What follows belongs to an exercise in optimizing a design on an open flow for small area, a short achievable clock period and few clock cycles per item; a production flow would make more cautious choices. Only simulation tests tie the RTL to the original design; equivalence was not proved.

==> trial 32 <==
Design arima_serial_core, start of the top module:
module arima_serial_core
#(
    parameter int N     = 32,
    parameter int Q     = 15,
    parameter int P_MAX = 8,
    parameter int Q_MAX = 8,
    parameter int D_MAX = 2
) (
    input  logic                         clk,
    input  logic                         rst_n,
    input  logic                         clr,
    input  logic [$clog2(P_MAX+1)-1:0]   cfg_p,
    input  logic [$clog2(Q_MAX+1)-1:0]   cfg_q,
    input  logic [$clog2(D_MAX+1)-1:0]   cfg_d,
    input  logic [P_MAX*N-1:0]           ar_coef,
    input  logic [Q_MAX*N-1:0]           ma_coef,
    input  logic signed [N-1:0]          cont,
    input  logic signed [N-1:0]          kalman_beta,
    output logic                         overflow,
    output logic                         busy,
    input  logic                         in_valid,
    output logic                         in_ready,
    input  logic signed [N-1:0]          in_data,
    output logic                         out_valid,
    input  logic                         out_ready,
    output logic signed [N-1:0]          out_data
);
export LEC_CHECK = 0
export CAP_MARGIN = 20
export CORE_MARGIN = 2
export CORE_UTILIZATION = 40
export CTS_CLUSTER_DIAMETER = 80
export CTS_CLUSTER_SIZE = 30
export SLEW_MARGIN = 20
create_clock -name core_clock -period 14.0 [get_ports {clk}]
standard.sh (not shown) runs the stock make flow with config.mk's settings and CLKGATE_MAP_FILE= SYNTH_SCRIPT=/design/flow/synth_recipe.tcl, a recipe that flattens the netlist after the stock synthesis.
==> flow/flow/run.sh <==
#!/bin/bash
# Own flow: the standard layout, with two changes to how it is made:
#  - the port buffers are the smallest buffer (sky130_fd_sc_hd__buf_1) instead of
#    buffer_ports' default choice;
#  - timing repair aims for 9.9 ns of setup slack (a 4.1 ns period) (it stops at what it can reach), so it
#    works on the design's slowest paths even though the 14 ns clock is met.
# Synthesis, floorplan, power grid, tap cells, the clock and the SDC are the standard flow's.
set -euo pipefail
export BUFFER_PORTS_ARGS="-buffer_cell sky130_fd_sc_hd__buf_1"
export SETUP_SLACK_MARGIN=9.9
bash standard.sh > standard_flow.log 2>&1
==> build 41 (differences from trial 32) <==
--- a/flow/design.v
+++ b/flow/design.v
@@ -1756,33 +1756,33 @@
     input  logic                         in_valid,
     output logic                         in_ready,
     input  logic signed [N-1:0]          in_data,
     output logic                         out_valid,
     input  logic                         out_ready,
     output logic signed [N-1:0]          out_data
 );
-    logic [3:0]  nar_c, nold_c;
-    logic [4:0]  psum_c;
+    logic [3:0]  nar_r, nold_r;
+    logic [4:0]  psum_r;
     logic        dge1, dge2;
-    logic        zero_c, har0_c, hma0_c;
-    always_comb begin
-        logic [3:0] pc, qc, nm;
-        pc     = cfg_p[3] ? 4'd8 : cfg_p;
-        qc     = cfg_q[3] ? 4'd8 : cfg_q;
-        nar_c  = (pc == 4'd0) ? 4'd0 : pc - 4'd1;
-        nm     = (qc == 4'd0) ? 4'd0 : qc - 4'd1;
-        nold_c = nar_c + nm;
-        psum_c = {1'b0, pc} + {1'b0, qc};
-        zero_c = (pc == 4'd0 && qc == 4'd0);
-        har0_c = (pc != 4'd0);
-        hma0_c = (qc != 4'd0);
-    end
+    logic        zero_r, har0_r;
+    logic [31:0] cont_r;
     always_ff @(posedge clk) begin
-        dge1 <= (cfg_d != 2'd0);
-        dge2 <= cfg_d[1];
+        logic [3:0] pc, qc, na, nm;
+        pc = cfg_p[3] ? 4'd8 : cfg_p;
+        qc = cfg_q[3] ? 4'd8 : cfg_q;
+        na = (pc == 4'd0) ? 4'd0 : pc - 4'd1;
+        nm = (qc == 4'd0) ? 4'd0 : qc - 4'd1;
+        dge1    <= (cfg_d != 2'd0);
+        dge2    <= cfg_d[1];
+        nar_r   <= na;
+        nold_r  <= na + nm;
+        psum_r  <= {1'b0, pc} + {1'b0, qc};
+        zero_r  <= (pc == 4'd0 && qc == 4'd0);
+        har0_r  <= (pc != 4'd0);
+        cont_r  <= cont;
     end
     logic [31:0] x_r;                  
     logic        xv;                   
     logic        rdy;                  
     logic        acc_d;                
     logic [31:0] lvl0, lvl1;           
     logic [31:0] ar_h [0:7];           
@@ -1822,15 +1822,15 @@
     logic [63:15] s2, c2;
     logic        c15_2;
     logic        v3, povf3;            
     logic        aovf3;
     logic beta_go, term_go, last_go, shift_go, acc_ok, take, m3_go, esh;
     always_comb begin
         beta_go  = bp && !gap && !m3p;
-        term_go  = cur_act && !(acc_d && !cur_sh && dt == T_AR0) && !beta_go && (!ddep || cur_sh) &&
+        term_go  = cur_act && !(acc_d && !cur_sh) && !beta_go && (!ddep || cur_sh) &&
                    (!bp || (gap && !m3p && !ddep));
         last_go  = term_go && dlast;
         shift_go = shift_q;
         acc_ok   = in_valid && rdy && !clr;
         take     = out_v && out_ready && !clr;
         m3_go    = m3p && (!out_v || out_ready) && !clr;
         esh      = cur_sh && !e_pend;
@@ -1848,19 +1848,19 @@
         esh_n = sh_n && !shift_go;
         arc_n = (shift_go && ar_cnt != 4'd8) ? ar_cnt + 4'd1 : ar_cnt;
         mac_n = (e_pend && ma_cnt != 4'd8) ? ma_cnt + 4'd1 : ma_cnt;
     end
     logic [2:0] nt;
     logic [3:0] n_mo, n_ahi, n_mhi;
     always_comb begin
-        n_mo = k_n - nar_c;
-        if (k_n < nar_c)                      nt = T_OAR;
-        else if (k_n < nold_c)                nt = T_OMA;
-        else if (zero_c)                      nt = T_ZERO;
-        else if (k_n == nold_c && har0_c)     nt = T_AR0;
+        n_mo = k_n - nar_r;
+        if (k_n < nar_r)                      nt = T_OAR;
+        else if (k_n < nold_r)                nt = T_OMA;
+        else if (zero_r)                      nt = T_ZERO;
+        else if (k_n == nold_r && har0_r)     nt = T_AR0;
         else                                  nt = T_MA0;
         n_ahi = k_n + {3'd0, sh_n};
         n_mhi = n_mo + {3'd0, esh_n};
     end
     logic [31:0] l0m, l1m, dk1, w_new, w_s, w_c, e_c;
     logic        dovf, eovf;
     always_comb begin
@@ -1882,15 +1882,15 @@
     always_comb begin
         if (dt == T_OMA || dt == T_MA0) opa_n = ma_coef[dcm*32 +: 32];
         else                            opa_n = ar_coef[dca*32 +: 32];
         if (beta_go)                 opb_n = kalman_beta;
         else case (dt)
             T_OAR:   opb_n = dar_ok ? ar_h[dar_hi] : 32'd0;
             T_OMA:   opb_n = dma_ok ? ma_h[dma_hi] : 32'd0;
-            T_AR0:   opb_n = cur_sh ? ar_h[0] : w_r;
+            T_AR0:   opb_n = ar_h[0];
             T_MA0:   opb_n = e_c;
             default: opb_n = 32'd0;
         endcase
     end
     booth_enc u_enc (.b(opb_n), .neg(neg_n), .one(one_n), .two(two_n));
     logic [31:0] ma1;
     logic [63:0] s1, c1;
@@ -1937,29 +1937,29 @@
             for (int i = 1; i < 8; i++) ar_h[i] <= ar_h[i-1];
         end
         if (e_pend) begin
             ma_h[0] <= e_c;
             for (int j = 1; j < 8; j++) ma_h[j] <= ma_h[j-1];
         end
         if (acc_init) begin
-            acc  <= {{5{cont[31]}}, cont};
+            acc  <= {{5{cont_r[31]}}, cont_r};
             corr <= 5'd0;
         end else if (v2 && !b2) begin
             acc  <= acc_n;
             corr <= corr + {3'd0, kx2};
         end
         if (beta_go) begin
             fin_hi   <= (v2 && !b2) ? acc_n[36:31] : acc[36:31];
             fin_corr <= (v2 && !b2) ? corr + {3'd0, kx2} : corr;
         end
         if (v2 && b2) lsum <= {l0m[31], l0m} + {l1m[31], l1m};
         if (m3_go) out_r <= of3[31:0];
         dt     <= nt;
-        ddep   <= (nt == T_AR0 && !hma0_c) || (nt == T_MA0) || (nt == T_ZERO);
-        dlast  <= zero_c ? (k_n == 4'd0) : ({1'b0, k_n} + 5'd1 == psum_c);
+        ddep   <= (nt == T_AR0) || (nt == T_MA0) || (nt == T_ZERO);
+        dlast  <= zero_r ? (k_n == 4'd0) : ({1'b0, k_n} + 5'd1 == psum_r);
         dar_hi <= n_ahi[2:0];
         dma_hi <= n_mhi[2:0];
         dar_ok <= n_ahi < arc_n;
         dma_ok <= n_mhi < mac_n;
         dca    <= (nt == T_OAR) ? 3'(k_n + 4'd1) : 3'd0;
         dcm    <= (nt == T_OMA) ? 3'(n_mo + 4'd1) : 3'd0;
     end
CTS_CLUSTER_DIAMETER = default   (was 80)
CTS_CLUSTER_SIZE = default   (was 30)
==> impl_metrics.ini <==
[outcome]
outcome = timing/DRC/antenna clean

[critical_path]
path_max_fanout = 2

[floorplanning]
tap-cell-count = 2511

[cts]
path_clk_slew_ns = 0.11

[logic_synthesis]
ys_seq_elements = 1028

[sta]
final.period_utilization_pct = 31.9
# the run above: trial 32

==> impl_metrics.ini <==
[critical_path]
path_max_fanout = 1

[logic_synthesis]
ys_seq_elements = 1075

[cts]
path_clk_slew_ns = 0.06

[final_layout]
area_delta_synth_final_pct = 17.6

[floorplanning]
tap-cell-count = 2526
floorplan.die.height_um = 443

[outcome]
outcome = timing/DRC/antenna clean
# the run above: build 41

Testbench counts of trial 32, summed over its fixed seeds: cycles 23,697, items 2,560.
Testbench counts of build 41, summed over its fixed seeds: cycles 24,139, items 2,560.

## static timing again, ports no longer ideal
In the flow no input, the clock included, has a driving cell. The finished layouts below were timed again as built, in two steps. Step 1 sets driving cells, clkbuf_16 on the clock port and buf_2 on the other inputs (assumed; they add their load-dependent delay and slew). Step 2 times the ports against the registers' clock, not the clock port: input delays grow and output delays shrink by t, the midpoint of the rising clock arrivals with the driver on. Three values: no drivers, after step 1, after step 2; two values: the first two.
run | shift t [ns] | setup slack, ns | worst slew at a driven data input, ns
trial 32 | 0.809 | 9.538 / 9.560 / 8.751 | 0.24
build 41 | 0.852 | 9.742 / 9.664 / 9.090 | 0.30
After both steps every run listed still meets setup and hold. The setup slack of trial 32, which loses most, moves by +0.022 ns with the drivers and by -0.787 ns with both steps.
